Background: an optimization exercise with open tools, aiming at small area. Do not read the settings as production practice. Only simulation tests tie the RTL to the original design; equivalence was not proved. No activity file was given, so power comes from the tool's default toggle rates.

<file path="flow/run.sh">
#!/bin/bash
# synth_recipe.tcl (not shown) runs the flow's synth.tcl, then flattens the netlist and writes it again
# the make line also repeats each setting of config.mk as NAME=value (left out here)
make -C /OpenROAD-flow-scripts/flow DESIGN_CONFIG=/design/flow/config.mk WORK_HOME=/design/flow/orfs CLKGATE_MAP_FILE= SYNTH_SCRIPT=/design/flow/synth_recipe.tcl finish
</file>
<file path="flow/design.v">
`timescale 1ns/1ps
module gain_scale
(
	input logic [16-1:0] sample,
	input logic [8-1:0] gain,
	output logic [16-1:0] scaled
);
	localparam int BOT_SHIFT = 4 + 8 - 1;
	logic [16-1:0] terms [8];	 
	logic [16-1:0] sum;
	genvar k;
	generate
		for (k = 0; k < 8; k++)
		begin : g_term
			assign terms[k] = gain[k] ? (sample >> (BOT_SHIFT - k)) : '0;
		end
	endgenerate
	always_comb
	begin
		sum = '0;
		for (int i = 0; i < 8; i++)
		begin
			sum = sum + terms[i];
		end
	end
	assign scaled = sum;
endmodule
`timescale 1ns/1ps
module mix_bus
(
	input logic [8*16-1:0] samples,	 
	input logic [8*8-1:0] gains,		 
	output logic [16-1:0] mix
);
	logic [16-1:0] scaled [8];
	logic [16-1:0] acc;
	genvar s;
	generate
		for (s = 0; s < 8; s++)
		begin : g_xpt
			gain_scale u_scale
			(
				.sample(samples[s*16 +: 16]),
				.gain(gains[s*8 +: 8]),
				.scaled(scaled[s])
			);
		end
	endgenerate
	always_comb
	begin
		acc = '0;
		for (int i = 0; i < 8; i++)
		begin
			acc = acc + scaled[i];
		end
	end
	assign mix = acc;
endmodule
`timescale 1ns/1ps
module gain_regs
(
	input logic clk,
	input logic nRst,
	input logic wr_en,						 
	input logic cmd_data_sw,				 
	input logic [7:0] data,
	output logic [8*8*8-1:0] gains
);
	logic [7:0] cmd_r;
	logic cmd_wr;
	logic data_wr;
	logic gain_cmd;
	logic gain_wr;
	assign cmd_wr = wr_en & cmd_data_sw;
	assign data_wr = wr_en & ~cmd_data_sw;
	assign gain_cmd = (cmd_r[7:6] == 2'b11);
	assign gain_wr = data_wr & gain_cmd;
	always_ff @(posedge clk or negedge nRst)
	begin
		if (!nRst)
		begin
			cmd_r <= '0;					 
		end
		else if (cmd_wr)
		begin
			cmd_r <= data;
		end
	end
	always_ff @(posedge clk or negedge nRst)
	begin
		if (!nRst)
		begin
			for (int i = 0; i < 8*8; i++)
			begin
				gains[i*8 +: 8] <= 8'h80;
			end
		end
		else if (gain_wr)
		begin
			gains[cmd_r[5:0]*8 +: 8] <= data;
		end
	end
endmodule
`timescale 1ns/1ps
module frame_latch
(
	input logic clk,
	input logic nRst,
	input logic ws,							 
	input logic [4*16-1:0] left,	 
	input logic [4*16-1:0] right,	 
	output logic [4*16-1:0] codec_out
);
	logic ws_d;								 
	logic ws_edge;
	logic load_left;
	logic load_right;
	assign ws_edge = ws ^ ws_d;
	assign load_left = ws_edge & ~ws;		 
	assign load_right = ws_edge & ws;		 
	always_ff @(posedge clk or negedge nRst)
	begin
		if (!nRst)
		begin
			ws_d <= 1'b0;
		end
		else
		begin
			ws_d <= ws;
		end
	end
	always_ff @(posedge clk or negedge nRst)
	begin
		if (!nRst)
		begin
			codec_out <= '0;
		end
		else if (load_left)
		begin
			codec_out <= left;				 
		end
		else if (load_right)
		begin
			codec_out <= right;				 
		end
	end
endmodule
`timescale 1ns/1ps
module mixer_top
(
	input logic clk,
	input logic nRst,
	input logic wr_en,
	input logic cmd_data_sw,
	input logic [7:0] data,
	input logic ws,
	input logic [8*16-1:0] codec_in,	 
	output logic [4*16-1:0] codec_out	 
);
	localparam int ROW_W = 8*8;
	logic [8*ROW_W-1:0] gains;
	logic [8*16-1:0] bus_mix;	 
	logic [4*16-1:0] left_mix;
	logic [4*16-1:0] right_mix;
	genvar b;
	genvar p;
	gain_regs u_gain_regs
	(
		.clk(clk),
		.nRst(nRst),
		.wr_en(wr_en),
		.cmd_data_sw(cmd_data_sw),
		.data(data),
		.gains(gains)
	);
	generate
		for (b = 0; b < 8; b++)
		begin : g_bus
			mix_bus u_mix_bus
			(
				.samples(codec_in),
				.gains(gains[b*ROW_W +: ROW_W]),
				.mix(bus_mix[b*16 +: 16])
			);
		end
	endgenerate
	generate
		for (p = 0; p < 4; p++)
		begin : g_pair
			assign left_mix[p*16 +: 16] = bus_mix[(2*p)*16 +: 16];
			assign right_mix[p*16 +: 16] = bus_mix[(2*p+1)*16 +: 16];
		end
	endgenerate
	frame_latch u_frame_latch
	(
		.clk(clk),
		.nRst(nRst),
		.ws(ws),
		.left(left_mix),
		.right(right_mix),
		.codec_out(codec_out)
	);
endmodule
</file>
<file path="flow/constraint.sdc">
create_clock -name core_clock -period 15.0 [get_ports {clk}]
set_input_delay 3.0000 -clock core_clock [delete_from_list [all_inputs] [get_ports {clk}]]
set_output_delay 3.0000 -clock core_clock [all_outputs]
set_load 0.01 [all_outputs]
</file>
<file path="flow/config.mk">
export PLATFORM = sky130hd
export DESIGN_NAME = mixer_top
export DESIGN_NICKNAME = mixer_top
export VERILOG_FILES = /design/flow/design.v
export SDC_FILE = /design/flow/constraint.sdc
export NUM_CORES = 4
export LEC_CHECK = 0
export CAP_MARGIN = 20
export CORE_MARGIN = 2
export CORE_UTILIZATION = 45
export SLEW_MARGIN = 20
</file>
==> results.toml <==
[setup_path]
critical_path_cell_count = 25
crit_path_end_kind = "flip-flop"
crit_fanout = 15
cp_common_cell = "fa_1"
worstSetupPathType = "in2reg"
startpoint_type = "input pin"
arrival_ps = 11850
critPathSlowestCell = "buf_2"
crit_family = "adder cells"
slowest_delay_ps = 860
r2r_slack_ps = 6340
reg2reg_depth = 23
required_ps = 15700
path_buf_inv = 7

[synth]
synth_ff_type = "dfrtp_1"
synth_cell_types = 72
syn_area_per_cell_sq_um = 9.71
netlist_top_cells_count = "inv_1, fa_1, nand2_1"
ys_async_sr_fraction_pct = 100
ys_ff_latch = 585
ys_top_cells_by_area = "fa_1, inv_1, dfrtp_1"
synth-edff-count = 0
synth_area_sq_um = 158000
synth_fp_nets = 21171
synth_most_common_cell = "inv_1"
yosysSeqAreaShare_pct = 9.32
yosysTopAreaCellShare_pct = 53.9
synthCells = 16267
yosysWarnings = 6
yosys.area.top_type = "fa_1"

[power]
vdd_drop_max_uv = 144
p_sw_w = 0.00780
share_comb_of_total_power_pct = 69.9
p_seq_share_pct = 14.4
powerDensity_nw_per_um2 = 88.8
p_clk_share_pct = 15.7
p_leak_nw = 87.5
switching_share_pct = 52.7
power.internal_w = 0.00699

[floorplanning]
start_util_pct = 45.2
die_w_microns = 597
chipHeight_microns = 597
core_sq_um = 349000
ios = 205
dieArea_sq_um = 356000
row_count = 217

[grt]
grtUsageTotal_pct = 31.9
antenna_found_initial = 68
first_global_vias = 117528
grt_pass1_wl_mm = 812
grt.overflow.total = 0
grt_start_max_net_pins = 68

[placed_design]
placed_area_sq_um = 163000
port_buffers = 172
hpwlAfterDp_mm = 432
dp.cells = 20355
place_congestion = 0.987

[drt]
drc = 0
viasPerCell = 5.32
first_pass_iters = 6
ant_nets = 0
vias = 109531
drt-initial-drc-count = 9352
post_drt_wl_per_cell_microns = 26.5
wl_mm = 546

[sta]
final_max_slew_viol_count = 0
finalHoldViolations = 0
worst_pin_slew_ps = 1230
fin_crit_sh_pct = 74.3
rsz0062_at_grt = "false"
slew_headroom_pct = 17.7
period_minus_slack_ps = 11150
clock_skew_ps = 34.0
max_freq_mhz = 89.7
tns_ps = 0
setup_viol = 0

[clock_tree]
clk_latency_ps = 870
clockBufferDepth = 4
cts_tree = "done"
cts-resized-gates = 0
cts_setup_buffers = 0
htreeDepth = 3
clk_pin_slew_ps = 60
cts_hold_buf = 0
numCtsBuffers = 90
cts_root_buf = "clkbuf_16"
clock_sinks = 585

[layout]
postLayoutCellArea_sq_um = 166000
nets = 20752
final_cells = 20607
area_growth_pct = 5.37
layout-drive-gt1-share_pct = 6.60
n_fill_cell = 33049

[run]
drv_cap = 0

[worst_hold_path]
hold_class = "reg2reg"
hold_depth = 2

[status]
status = "no timing/DRC/antenna violations"
power groups by stage:
stage                     Sequential [W]  Combinational, W  Clock (W)
after floorplan                  0.00192           0.00638          0
after global placement           0.00215            0.0101          0
after detailed placement         0.00215            0.0102          0
after CTS                        0.00212            0.0103    0.00236
after global routing             0.00216            0.0114    0.00240
final                            0.00214            0.0103    0.00231
routing by layer:
metal,up-vias,routed length (microns),track usage (%)
met5,-,143,0
met3,984,56100,8.01
met2,5281,243000,48.0
met4,22,31300,16.3
li1,44678,-,-
met1,58566,216000,42.8
metrics by stage:
step           setup slack, ps  util (%)  hold slack, ps  total power, W
6_report                  3850      47.6             482          0.0148
2_1_floorplan             4870         -             462         0.00829
3_3_place_gp              3160      46.7             468          0.0123
5_1_grt                   3640      47.6             512          0.0160
4_1_cts                   4060      47.6             489          0.0148
3_5_place_dp              3120      46.7             472          0.0123
sequential cells by signal (all words and copies together) (netlist names):
register and cells:
u_gain_regs.gains 512, u_frame_latch.codec_out 64, u_gain_regs.cmd_r 8, u_frame_latch.ws_d 1
worst reg2reg max path, cell delays in order (launching register included):
cell and delay (ps):
dfstp_2 720, nand2_1 130, fa_1 590, inv_1 70
fa_1 480, fa_1 640, fa_1 460, fa_1 510
inv_1 50, fa_1 470, inv_1 80, fa_1 500
fa_1 540, inv_1 50, fa_1 620, inv_1 120
fa_1 430, a211oi_1 400, o21bai_1 130, a31oi_1 330
o21ai_0 130, o21ai_0 140, xor2_1 630, o221ai_1 260
final cells by class:
class / instances / area (sq um) / share of cell area [%]
diodes: 91 / 228 / 0.137
clock buffers: 116 / 2490 / 1.50
clock inverters: 45 / 568 / 0.341
inverters: 4419 / 16600 / 9.97
multi-input cells: 10413 / 123000 / 74.2
flip-flops and latches: 585 / 14700 / 8.84
well taps: 4599 / 5750 / 3.46
repair buffers: 339 / 2640 / 1.58
cell usage in the layout (no fill, tap or decap), types with 17 or more instances in the layout:
cell type,count
nand2b_1,21
mux2_2,512
and2_1,1941
dfstp_2,64
a21oi_1,78
nor3_1,19
buf_4,219
a21o_1,33
mux2i_1,24
buf_2,49
a211oi_1,29
nand3_1,17
xor2_1,35
nand2_1,2529
inv_1,4417
o21ai_0,93
clkbuf_16,91
xnor2_1,56
ha_1,506
nor2_1,74
diode_2,91
dfrtp_1,521
fa_1,4256
clkdlybuf4s50_1,67
worst paths after layout:
check / start / endpoint
worst max-delay path: codec_in[24] / u_frame_latch.codec_out[62]
worst min-delay path: u_frame_latch.codec_out[0] / u_frame_latch.codec_out[0]
worst max register to register: u_gain_regs.gains[199] / u_frame_latch.codec_out[30]
worst min register to register: u_frame_latch.codec_out[0] / u_frame_latch.codec_out[0]
max in group asynchronous: nRst / u_frame_latch.codec_out[30]
min in group asynchronous: nRst / u_gain_regs.gains[456]
cells by family (layout without fill, tap and decap cells):
kind of cell / Yosys count / in the layout / share of synthesized area [%]
DFF: 585 / 585 / 9.32
AOI/OAI and AO/OA: 329 / 329 / 1.32
buffers and inverters: 5269 / 4919 / 12.5
xor gates and xnor gates: 91 / 91 / 0.504
other: 0 / 91 / 0
adders and majority gates: 4763 / 4763 / 57.9
and+or+nand+nor: 4682 / 4682 / 14.5
muxes: 548 / 548 / 3.91

==> re-timing with driven ports <==
How much do the figures lean on ideal ports? The routed layout below was timed once more, with nothing changed but the port constraints.
Step 1, drivers: a clkbuf_16 drives clk and a buf_2 each remaining input, both assumed.
Step 2 adds t to the input delays and takes it off the output delays; t is the mean of the earliest and latest rising clock arrival at the registers after step 1. Input paths then give back, and output paths get back, about the clock's delay inside the block.
Three values: ideal, step 1, step 2; two values: the first two.
shift t [ns]: 0.963
setup WS [ns]: 3.850 / 3.928 / 2.965
cell pins on the clock port's net: 1
After both steps setup and hold are still met in this run. For this run, drivers alone change the setup slack by +0.078 ns; drivers and shift together by -0.885 ns.
